What follows belongs to an exercise in optimizing a design on an open flow for small area; a production flow would make more cautious choices.
The RTL was checked by simulation tests, not by an equivalence proof against the original design.
The clock input has no modelled driver; a real chip could not lean on it and would need a root buffer or a full tree.
Power figures rest on the tool's default switching activity, not on a simulated workload.

==> flow/design.v <==
`default_nettype none
package ball_pkg;
	function automatic logic [18:0] wb_add18(input logic [17:0] a, input logic [17:0] b, input logic cin);
		logic c;
		c = cin;
		for (int i = 0; i < 18; i++) begin
			wb_add18[i] = a[i] ^ b[i] ^ c;
			c = (a[i] & b[i]) | (c & (a[i] ^ b[i]));
		end
		wb_add18[18] = c;
	endfunction
endpackage
`default_nettype wire
`timescale 1ns/10ps
`default_nettype none
module wb_axis #(
	parameter logic [17:0] START_RAW = 18'd0,
	parameter int          HIGH_EDGE = 0
) (
	input  logic        clk,
	input  logic        resetN,
	input  logic        pocket,
	input  logic        sof,
	input  logic        shot_valid,
	input  logic        slow_gift,
	input  logic        fast_gift,
	input  logic [12:0] shot,
	input  logic        dec,
	output logic [17:0] p_q,
	output logic [15:0] v_q
);
	logic [1:0]  blk_q;
	logic        s;
	logic        at_cushion, bounce;
	logic        stop_v;
	logic        fric;
	logic [15:0] r;
	logic [18:0] sum;
	logic [17:0] p_add;
	assign s = v_q[15];
	assign fric = sof & dec;
	assign at_cushion = ($signed(p_q) <= $signed(18'(30*64))) || ($signed(p_q) >= $signed(18'(HIGH_EDGE)));
	assign bounce = at_cushion && blk_q == 2'd0 && !pocket && !sof && !shot_valid && !slow_gift && !fast_gift;
	assign stop_v = (v_q[15:3] == 13'd0 && !(v_q[2] && v_q[1:0] != 2'd0)) || (v_q[15:2] == 14'h3fff);
	always_comb begin
		sum = ball_pkg::wb_add18({{2{s}}, v_q},
			{2'b00, {14{(fric & ~s) | bounce}}, (fric & s) | bounce, fric | bounce},
			!sof & slow_gift & s);
		r   = sum[15:0];
	end
	logic sel_r, sel_nr, sel_h, sel_f, sel_s;
	logic [15:0] v_next;
	assign sel_s  = !pocket && !sof && shot_valid;
	assign sel_h  = !pocket && !sof && !shot_valid && slow_gift;
	assign sel_f  = !pocket && !sof && !shot_valid && !slow_gift && fast_gift;
	assign sel_nr = bounce;
	assign sel_r  = !pocket && (sof ? !stop_v : (!shot_valid && !slow_gift && !fast_gift && !bounce));
	assign v_next = ({16{sel_r}} & r) | ({16{sel_nr}} & ~r) | ({16{sel_h}} & {r[15], r[15:1]}) |
	                ({16{sel_f}} & {v_q[14:0], 1'b0}) | ({16{sel_s}} & {{3{shot[12]}}, shot});
	assign p_add = ball_pkg::wb_add18(p_q, {{2{s}}, v_q} & {18{sof}}, 1'b0);
	always_ff @(posedge clk or negedge resetN) begin
		if (!resetN) begin
			p_q   <= START_RAW;
			v_q   <= '0;
			blk_q <= '0;
		end else begin
			if (pocket) begin
				p_q <= START_RAW;
			end else begin
				p_q <= p_add[17:0];
			end
			v_q <= v_next;
			if (bounce) blk_q <= 2'd1;
			else if (sof && blk_q != 2'd0) blk_q <= blk_q + 2'd1;
		end
	end
endmodule
module white_ball_motion (
	input  logic                     clk,
	input  logic                     resetN,
	input  logic                     start_of_frame,
	input  logic                     hit,
	input  logic                     can_cont,
	input  logic [11-1:0] cursor_x,
	input  logic [11-1:0] cursor_y,
	input  logic [4-1:0] power,
	input  logic                     pocket,
	input  logic                     fast_gift,
	input  logic                     slow_gift,
	output logic signed [12-1:0] pos_x,
	output logic signed [12-1:0] pos_y,
	output logic signed [16-1:0] speed_x,
	output logic signed [16-1:0] speed_y,
	output logic                     moving
);
	logic [17:0] px, py;
	logic [15:0] vx, vy;
	logic        req_level_q, req_q, shot_valid_q;
	logic        req_d;
	logic [12:0] xr_q, mr_q;    
	logic [3:0]  pow_q;
	logic [18:0] dx_s, dy_s;
	logic [12:0] m_d;
	logic [3:0]  m_p;
	logic [12:0] row0, row1, row2, row3;
	logic [18:0] acc1, acc2, acc3;
	logic [12:0] prod;
	logic        ovf, pos_ovf, neg_ovf;
	logic [12:0] m_sat;
	assign req_d = hit & can_cont & ~req_level_q;
	assign dx_s = ball_pkg::wb_add18({{6{px[17]}}, px[17:6]}, {7'h7f, ~cursor_x}, 1'b1);
	assign dy_s = ball_pkg::wb_add18({{6{py[17]}}, py[17:6]}, {7'h7f, ~cursor_y}, 1'b1);
	assign m_d = mr_q;
	assign m_p = pow_q;
	assign row0 = m_d & {13{m_p[0]}};
	assign row1 = {m_d[11:0], 1'b0} & {13{m_p[1]}};
	assign row2 = {m_d[10:0], 2'b0} & {13{m_p[2]}};
	assign row3 = {m_d[9:0], 3'b0} & {13{m_p[3]}};
	assign acc1 = ball_pkg::wb_add18({5'd0, row0}, {5'd0, row1}, 1'b0);
	assign acc2 = ball_pkg::wb_add18({5'd0, acc1[12:0]}, {5'd0, row2}, 1'b0);
	assign acc3 = ball_pkg::wb_add18({5'd0, acc2[12:0]}, {5'd0, row3}, 1'b0);
	assign prod = acc3[12:0];
	assign ovf = (m_p[1] && m_d[12] != m_d[11]) ||
	             (m_p[2] && m_d[12:10] != {3{m_d[12]}}) ||
	             (m_p[3] && m_d[12:9] != {4{m_d[12]}}) ||
	             (row0[12] == row1[12] && acc1[12] != row0[12]) ||
	             (acc1[12] == row2[12] && acc2[12] != acc1[12]) ||
	             (acc2[12] == row3[12] && acc3[12] != acc2[12]);
	assign pos_ovf = !m_d[12] && ovf;
	assign neg_ovf = m_d[12] && (ovf || prod == 13'h1000);
	assign m_sat   = (pos_ovf || neg_ovf) ? {neg_ovf, {11{pos_ovf}}, 1'b1} : prod;
	always_ff @(posedge clk or negedge resetN) begin
		if (!resetN) begin
			req_level_q  <= 1'b0;
			req_q        <= 1'b0;
			shot_valid_q <= 1'b0;
		end else begin
			req_level_q  <= hit & can_cont;
			req_q        <= req_d;
			shot_valid_q <= req_q;
		end
	end
	always_ff @(posedge clk) begin
		xr_q <= req_q ? m_sat : dx_s[12:0];
		mr_q <= req_q ? xr_q : dy_s[12:0];
		if (req_d) pow_q <= power;
	end
	logic        sx, same;
	logic [18:0] t;
	logic        t_neg, t_zero;
	logic        dec_x, dec_y, dec_x_q, dec_y_q;
	assign sx     = vx[15];
	assign same   = vx[15] ~^ vy[15];
	assign t      = ball_pkg::wb_add18({3'b000, vx[14:0]}, {3'b000, vy[14:0] ^ {15{same}}}, same);
	assign t_neg  = !t[15];
	assign t_zero = t[15] && t[14:0] == 15'd0;
	assign dec_x  = sx ? (t_neg || t_zero) : !t_neg;
	assign dec_y  = sx ? !t_neg : (t_neg || t_zero);
	wb_axis #(
		.START_RAW (18'(280 * 64)),
		.HIGH_EDGE ((639 - 62) * 64)
	) u_x (
		.clk (clk), .resetN (resetN), .pocket (pocket), .sof (start_of_frame),
		.shot_valid (shot_valid_q), .slow_gift (slow_gift), .fast_gift (fast_gift),
		.shot (m_sat), .dec (dec_x_q), .p_q (px), .v_q (vx)
	);
	wb_axis #(
		.START_RAW (18'(185 * 64)),
		.HIGH_EDGE ((479 - 62) * 64)
	) u_y (
		.clk (clk), .resetN (resetN), .pocket (pocket), .sof (start_of_frame),
		.shot_valid (shot_valid_q), .slow_gift (slow_gift), .fast_gift (fast_gift),
		.shot (xr_q), .dec (dec_y_q), .p_q (py), .v_q (vy)
	);
	always_ff @(posedge clk or negedge resetN) begin
		if (!resetN) begin
			speed_x <= '0;
			speed_y <= '0;
			dec_x_q <= 1'b1;
			dec_y_q <= 1'b1;
		end else begin
			speed_x <= vx;
			speed_y <= vy;
			dec_x_q <= dec_x;
			dec_y_q <= dec_y;
		end
	end
	assign pos_x  = px[17:6];
	assign pos_y  = py[17:6];
	assign moving = |{speed_x, speed_y};
endmodule
`default_nettype wire
==> flow/config.mk <==
export PLATFORM = sky130hd
export DESIGN_NAME = white_ball_motion
export DESIGN_NICKNAME = white_ball_motion
export VERILOG_FILES = /design/flow/design.v
export SDC_FILE = /design/flow/constraint.sdc
export NUM_CORES = 4
export LEC_CHECK = 0
export CAP_MARGIN = 20
export CORE_MARGIN = 2
export CORE_UTILIZATION = 40
export CTS_BUF_LIST = sky130_fd_sc_hd__clkbuf_4 sky130_fd_sc_hd__clkbuf_8
export PLACE_DENSITY = 0.8
export SLEW_MARGIN = 20
==> flow/constraint.sdc <==
create_clock -name core_clock -period 10.0 [get_ports {clk}]
set_input_delay 2.0000 -clock core_clock [delete_from_list [all_inputs] [get_ports {clk}]]
set_output_delay 2.0000 -clock core_clock [all_outputs]
set_load 0.01 [all_outputs]
standard.sh (not shown) runs the stock make flow with config.mk's settings and CLKGATE_MAP_FILE= SYNTH_SCRIPT=/design/flow/synth_recipe.tcl, a recipe that flattens the netlist after the stock synthesis.
==> flow/flow/run.sh <==
#!/bin/bash
# Own layout flow: the standard ORFS flow with
#  - no ABC pass inside yosys synth before the adder extraction, and an
#    area-oriented ABC script for the combinational mapping (registers
#    are untouched: same synthesis script, same flops and names),
#  - the smallest buffer for the port buffers,
#  - a small hand-built clock tree (flow/mytree.tcl): one root buffer and
#    eight leaf buffers, balanced by construction.
set -euo pipefail
here=$(pwd)
rm -rf "$here/abc_scripts"
cp -r "$FLOW_HOME/scripts" "$here/abc_scripts"
cp "$here/flow/abc_area.script" "$here/abc_scripts/abc_area.script"
bash standard.sh SCRIPTS_DIR="$here/abc_scripts" ABC_AREA=1 SYNTH_ARGS=-noabc synth > "$here/synth.log" 2>&1
bash standard.sh \
  'BUFFER_PORTS_ARGS=-buffer_cell sky130_fd_sc_hd__buf_1' \
  "PRE_CTS_TCL=$here/flow/mytree.tcl" \
  finish > "$here/layout.log" 2>&1
Other scripts of this flow, unchanged in this note and not shown: flow/flow/abc_area.script, flow/flow/mytree.tcl
==> next run, changes <==
--- a/flow/design.v
+++ b/flow/design.v
@@ -98,6 +98,6 @@
 	logic        req_level_q, req_q, shot_valid_q;
 	logic        req_d;
-	logic [12:0] xr_q, mr_q;    
-	logic [3:0]  pow_q;
+	logic [12:0] xr_q, mr_n_q;  
+	logic [3:0]  pow_n_q;       
 	logic [18:0] dx_s, dy_s;
 	logic [12:0] m_d;
@@ -111,6 +111,6 @@
 	assign dx_s = ball_pkg::wb_add18({{6{px[17]}}, px[17:6]}, {7'h7f, ~cursor_x}, 1'b1);
 	assign dy_s = ball_pkg::wb_add18({{6{py[17]}}, py[17:6]}, {7'h7f, ~cursor_y}, 1'b1);
-	assign m_d = mr_q;
-	assign m_p = pow_q;
+	assign m_d = ~mr_n_q;
+	assign m_p = ~pow_n_q;
 	assign row0 = m_d & {13{m_p[0]}};
 	assign row1 = {m_d[11:0], 1'b0} & {13{m_p[1]}};
@@ -143,6 +143,6 @@
 	always_ff @(posedge clk) begin
 		xr_q <= req_q ? m_sat : dx_s[12:0];
-		mr_q <= req_q ? xr_q : dy_s[12:0];
-		if (req_d) pow_q <= power;
+		mr_n_q <= ~(req_q ? xr_q : dy_s[12:0]);
+		if (req_d) pow_n_q <= ~power;
 	end
 	logic        sx, same;
What happened: The new run completed without violations; worst setup slack got worse by 67 ps; wire length goes down by 2.7%; final area barely changes; final cell count is about the same; clock power shrinks by about 5%; power is higher by 11%; critical path depth came out higher by 1; global-route usage decreases by 0.38 points; worst hold slack got worse by 19 ps; fmax drops by 0.70%; register-to-register slack got worse by 180 ps; sequential cell count is unchanged.
No run of this note takes its clock network from TritonCTS; it comes from the design's own scripts or RTL.

==> re-timing with driven ports <==
The results above use ideal ports. As a check the final layouts listed here were re-extracted and re-timed, cells and wires unchanged.
Step 1 (the two cells are an assumption about what drives the block):
set clk [get_ports {clk}]
set_driving_cell -lib_cell sky130_fd_sc_hd__clkbuf_16 $clk
set_driving_cell -lib_cell sky130_fd_sc_hd__buf_2 [delete_from_list [all_inputs] $clk]
Step 2 also shifts input and output timing later by t, the mid clock arrival at the registers, as if the neighbouring blocks saw the same clock.
a / b / c = ideal / step 1 / step 2; a / b = the first two.
| run | t, ns | setup WS [ns] | latest minus earliest clock arrival (ns) | slew at the worst register clock pin (ns) | worst data-port slew with drivers (ns) |
|---|---|---|---|---|---|
| the first run | 0.463 | 0.406 / 0.413 / -0.050 | 0.022 / 0.022 | 0.11 / 0.11 | 0.04 |
| the second run | 0.461 | 0.339 / 0.357 / -0.104 | 0.024 / 0.024 | 0.11 / 0.11 | 0.07 |
With both steps, setup timing fails in the first run and the second run, where it was met with ideal ports. The setup slack of the first run, which loses most, moves by +0.007 ns with the drivers and by -0.456 ns with both steps.
